Background: an optimization exercise with open tools, aiming at small area, a short achievable clock period and few clock cycles per item. Do not read the settings as production practice.

## run A
## fp_mul_arbiter
module fp_mul_arbiter #(
   parameter int unsigned CALC_CYCLES = 1
) (
   input  logic        clk,
   input  logic        rst,
   input  logic        req0_valid,
   input  logic        req1_valid,
   output logic        req0_ready,
   output logic        req1_ready,
   input  logic [31:0] req0_a,
   input  logic [31:0] req0_b,
   input  logic [31:0] req1_a,
   input  logic [31:0] req1_b,
   output logic        rsp_valid,
   input  logic        rsp_ready,
   output logic        rsp_id,
   output logic [31:0] rsp_data,
   output logic        busy
);
   logic        ptr_q;
   logic        adv, grant1, acc;
   logic        va_q, ida_q, sga_q;
   logic [30:0] a_q, b_q;
   logic        vb_q, idb_q, sgnb_q, nanb_q, infb_q, zerob_q;
   logic [25:0] sbn_q, cbn_q;  
   logic        cib_q;         
   logic        stb_q;         
   logic [8:0]  esb_q;         
   logic        vr_q, idr_q;
   logic [31:0] dr_q;
   assign adv        = ~(vr_q & ~rsp_ready);
   assign grant1     = req1_valid & (~req0_valid | ptr_q);
   assign req0_ready = ~rst & adv & ~(req1_valid & ptr_q);
   assign req1_ready = ~rst & adv & (ptr_q | ~req0_valid);
   assign acc        = ~rst & adv & (req0_valid | req1_valid);
   assign rsp_valid = vr_q;
  ...
For scale: roughly 2,400 cells after synthesis, roughly 170 flip-flops, ~0.025 mm² of cells after synthesis.
==> module fp_mul_arbiter, before the edit <==
module fp_mul_arbiter #(
   parameter int unsigned CALC_CYCLES = 1
) (
   input  logic        clk,
   input  logic        rst,
   input  logic        req0_valid,
   input  logic        req1_valid,
   output logic        req0_ready,
   output logic        req1_ready,
   input  logic [31:0] req0_a,
   input  logic [31:0] req0_b,
   input  logic [31:0] req1_a,
   input  logic [31:0] req1_b,
   output logic        rsp_valid,
   input  logic        rsp_ready,
   output logic        rsp_id,
   output logic [31:0] rsp_data,
   output logic        busy
);
   logic        ptr_q;
   logic        adv, grant1, acc;
   logic        va_q, ida_q, sga_q;
   logic [30:0] a_q, b_q;
   logic        vb_q, idb_q, sgnb_q, nanb_q, infb_q, zerob_q;
   logic [25:0] sbn_q, cbn_q;  
   logic        cib_q;         
   logic        stb_q;         
   logic [8:0]  esb_q;         
   logic        vr_q, idr_q;
   logic [31:0] dr_q;
   assign adv        = ~(vr_q & ~rsp_ready);
   assign grant1     = req1_valid & (~req0_valid | ptr_q);
   assign req0_ready = ~rst & adv & ~(req1_valid & ptr_q);
   assign req1_ready = ~rst & adv & (ptr_q | ~req0_valid);
   assign acc        = ~rst & adv & (req0_valid | req1_valid);
   assign rsp_valid = vr_q;
   assign rsp_id    = idr_q;
   assign rsp_data  = dr_q;
   assign busy      = va_q | vb_q | vr_q;
   logic [7:0]  e1, e2;
   logic [22:0] f1, f2;
   logic        nan1, nan2, inf1, inf2, zero1, zero2;
   logic [47:0] cs_sn, cs_cn;
   logic [23:0] lo;
   logic [23:0] za, zb;
   logic        low_zero;
   assign e1    = a_q[30:23];
   assign e2    = b_q[30:23];
   assign f1    = a_q[22:0];
   assign f2    = b_q[22:0];
   assign nan1  = (e1 == 8'hFF) && (f1 != 23'd0);
   assign nan2  = (e2 == 8'hFF) && (f2 != 23'd0);
   assign inf1  = (e1 == 8'hFF) && (f1 == 23'd0);
   assign inf2  = (e2 == 8'hFF) && (f2 == 23'd0);
   assign zero1 = (e1 == 8'd0);
   assign zero2 = (e2 == 8'd0);
   mul24_csn u_mul (.x(f1), .y(f2), .sn(cs_sn), .cn(cs_cn));
   assign lo = {cs_sn[21:0], 1'b1} + {cs_cn[21:0], 1'b1};
   always_comb begin
      za[0] = 1'b1;
      zb[0] = 1'b1;
      for (int k = 1; k < 24; k++) begin
         za[k] = za[k-1] & ~f1[k-1];
         zb[k] = zb[k-1] & ~f2[k-1];
      end
      low_zero = 1'b0;
      for (int k = 0; k <= 22; k++) low_zero = low_zero | (za[k] & zb[22-k]);
   end
   logic [26:0]       pbx;
   logic [25:0]       pb;     
   logic              p47, rnd0, rnd1, ovf0, ovf1, huge, tiny;
   logic [22:0]       inc0, inc1, frac;
   logic [9:0]        ex0, ex1, ex2, ex;
   logic [31:0]       res;
   assign pbx  = {sbn_q, 1'b1} + {cbn_q, ~cib_q};
   assign pb   = ~pbx[26:1];
   assign p47  = pb[25];
   assign inc0 = pb[23:1] + 23'd1;
   assign inc1 = pb[24:2] + 23'd1;
   assign rnd0 = pb[0] & (stb_q | pb[1]);
   assign rnd1 = pb[1] & (stb_q | pb[0] | pb[2]);
   assign ovf0 = rnd0 & (&pb[24:1]);
   assign ovf1 = rnd1 & (&pb[24:2]);
   assign ex0  = {1'b0, esb_q} - 10'd127;
   assign ex1  = {1'b0, esb_q} - 10'd126;
   assign ex2  = {1'b0, esb_q} - 10'd125;
   always_comb begin
      if (p47) begin
         frac = rnd1 ? inc1 : pb[24:2];
         ex   = ovf1 ? ex2 : ex1;
      end else begin
         frac = rnd0 ? inc0 : pb[23:1];
         ex   = ovf0 ? ex1 : ex0;
      end
      huge = ~ex[9] & (ex[8] | (&ex[7:0]));    
      tiny = ex[9] | (ex == 10'd0);            
      if (nanb_q) begin
         res = 32'h7FC0_0000;
      end else if (infb_q || huge) begin
         res = {sgnb_q, 8'hFF, 23'd0};
      end else if (zerob_q || tiny) begin
         res = {sgnb_q, 31'd0};
      end else begin
         res = {sgnb_q, ex[7:0], frac};
      end
   end
   always_ff @(posedge clk) begin
      if (rst) begin
         ptr_q <= 1'b0;
         va_q  <= 1'b0;
         vb_q  <= 1'b0;
         vr_q  <= 1'b0;
      end else if (adv) begin
         if (acc) ptr_q <= ~grant1;
         va_q <= acc;
         vb_q <= va_q;
         vr_q <= vb_q;
      end
   end
   always_ff @(posedge clk) begin
      if (adv) begin
         ida_q   <= grant1;
         sga_q   <= grant1 ? (req1_a[31] ^ req1_b[31]) : (req0_a[31] ^ req0_b[31]);
         a_q     <= grant1 ? req1_a[30:0] : req0_a[30:0];
         b_q     <= grant1 ? req1_b[30:0] : req0_b[30:0];
         idb_q   <= ida_q;
         sgnb_q  <= sga_q;
         nanb_q  <= nan1 | nan2 | (inf1 & zero2) | (zero1 & inf2);
         infb_q  <= inf1 | inf2;
         zerob_q <= zero1 | zero2;
         esb_q   <= {1'b0, e1} + {1'b0, e2};
         sbn_q   <= cs_sn[47:22];
         cbn_q   <= cs_cn[47:22];
         cib_q   <= ~lo[23];
         stb_q   <= ~low_zero;
         idr_q   <= idb_q;
         dr_q    <= res;
      end
   end
endmodule
Settings: LEC_CHECK=0, CAP_MARGIN=20, CORE_MARGIN=2, CORE_UTILIZATION=40, SETUP_SLACK_MARGIN=5, SLEW_MARGIN=20, SYNTH_HIERARCHICAL=1; clock period 11.0 ns.
standard.sh (not shown) runs the stock make flow with config.mk's settings and CLKGATE_MAP_FILE= SYNTH_SCRIPT=/design/flow/synth_recipe.tcl, a recipe that flattens the netlist after the stock synthesis.
==> flow/flow/run.sh <==
#!/bin/bash
set -euo pipefail
bash standard.sh "BUFFER_PORTS_ARGS=-buffer_cell sky130_fd_sc_hd__buf_1" finish > make.log 2>&1
Modified inputs, run B compared to run A
--- a/flow/design.v
+++ b/flow/design.v
@@ -23,5 +23,6 @@
    logic [30:0] a_q, b_q;
    logic        vb_q, idb_q, sgnb_q, nanb_q, infb_q, zerob_q;
-   logic [25:0] sbn_q, cbn_q;  
+   logic [13:0] sbn_q, cbn_q;  
+   logic [11:0] hbn_q;         
    logic        cib_q;         
    logic        stb_q;         
@@ -43,4 +44,5 @@
    logic [47:0] cs_sn, cs_cn;
    logic [23:0] lo;
+   logic [11:0] hin;
    logic [23:0] za, zb;
    logic        low_zero;
@@ -57,4 +59,5 @@
    mul24_csn u_mul (.x(f1), .y(f2), .sn(cs_sn), .cn(cs_cn));
    assign lo = {cs_sn[21:0], 1'b1} + {cs_cn[21:0], 1'b1};
+   assign hin = cs_sn[47:36] + cs_cn[47:36] + 12'd1;
    always_comb begin
       za[0] = 1'b1;
@@ -67,5 +70,5 @@
       for (int k = 0; k <= 22; k++) low_zero = low_zero | (za[k] & zb[22-k]);
    end
-   logic [26:0]       pbx;
+   logic [15:0]       pbx;
    logic [25:0]       pb;     
    logic              p47, rnd0, rnd1, ovf0, ovf1, huge, tiny;
@@ -73,6 +76,6 @@
    logic [9:0]        ex0, ex1, ex2, ex;
    logic [31:0]       res;
-   assign pbx  = {sbn_q, 1'b1} + {cbn_q, ~cib_q};
-   assign pb   = ~pbx[26:1];
+   assign pbx  = {1'b0, sbn_q, 1'b1} + {1'b0, cbn_q, ~cib_q};
+   assign pb   = {~hbn_q + {11'd0, ~pbx[15]}, ~pbx[14:1]};
    assign p47  = pb[25];
    assign inc0 = pb[23:1] + 23'd1;
@@ -130,6 +133,7 @@
          zerob_q <= zero1 | zero2;
          esb_q   <= {1'b0, e1} + {1'b0, e2};
-         sbn_q   <= cs_sn[47:22];
-         cbn_q   <= cs_cn[47:22];
+         sbn_q   <= cs_sn[35:22];
+         cbn_q   <= cs_cn[35:22];
+         hbn_q   <= hin;
          cib_q   <= ~lo[23];
          stb_q   <= ~low_zero;
As of run B, total area of multi-input combinational cells had fallen slightly compared to run A. Critical path depth (higher): run A. Comparing run A against run B, there is no change at all in final setup violation count. The via count reported for run B is lower than the one for run A. Sort run B and run A by CTS sink count, descending, and run A comes first. Relative to run A, met3 usage decreased by 0.97 points in run B. The run showing the smaller placed cell area is run B. Diff run A -> run B: number of standard-cell rows in the floorplan now smaller, global-route wire length before repair fell 2.7%, portion of netlist area occupied by mux cells shrank by 0.45 points. Changes observed in run B relative to run A: final core area utilization has increased; shortest clock period the worst path allows after layout +70 ps.
No run of this note included a check of the RTL's function; only the layout flow was run.

[static timing again, ports no longer ideal]
The flow's constraints put no driver on any port. The routed layouts listed below were extracted and timed again, unchanged, in two steps.
Step 1 (the two cells are an assumption about what drives the block):
set clk [get_ports {clk}]
set_driving_cell -lib_cell sky130_fd_sc_hd__clkbuf_16 $clk
set_driving_cell -lib_cell sky130_fd_sc_hd__buf_2 [delete_from_list [all_inputs] $clk]
Step 2, shift: input delay + t, output delay - t, t = (earliest + latest rising clock arrival at the registers) / 2. This alone moves slack from input paths to output paths.
Three values: ideal ports, drivers, drivers and shift; two values: the first two.
| run | t, ns | slack for setup (ns) | worst setup path after step 2 | slew at the worst register clock pin (ns) | worst slew at a driven data input, ns |
|---|---|---|---|---|---|
| run A | 0.505 | 5.332 / 5.332 / 5.332 | register to register | 0.07 / 0.07 | 0.05 |
| run B | 0.510 | 5.262 / 5.262 / 5.262 | register to register | 0.08 / 0.08 | 0.04 |
After both steps setup and hold are still met in every run listed.
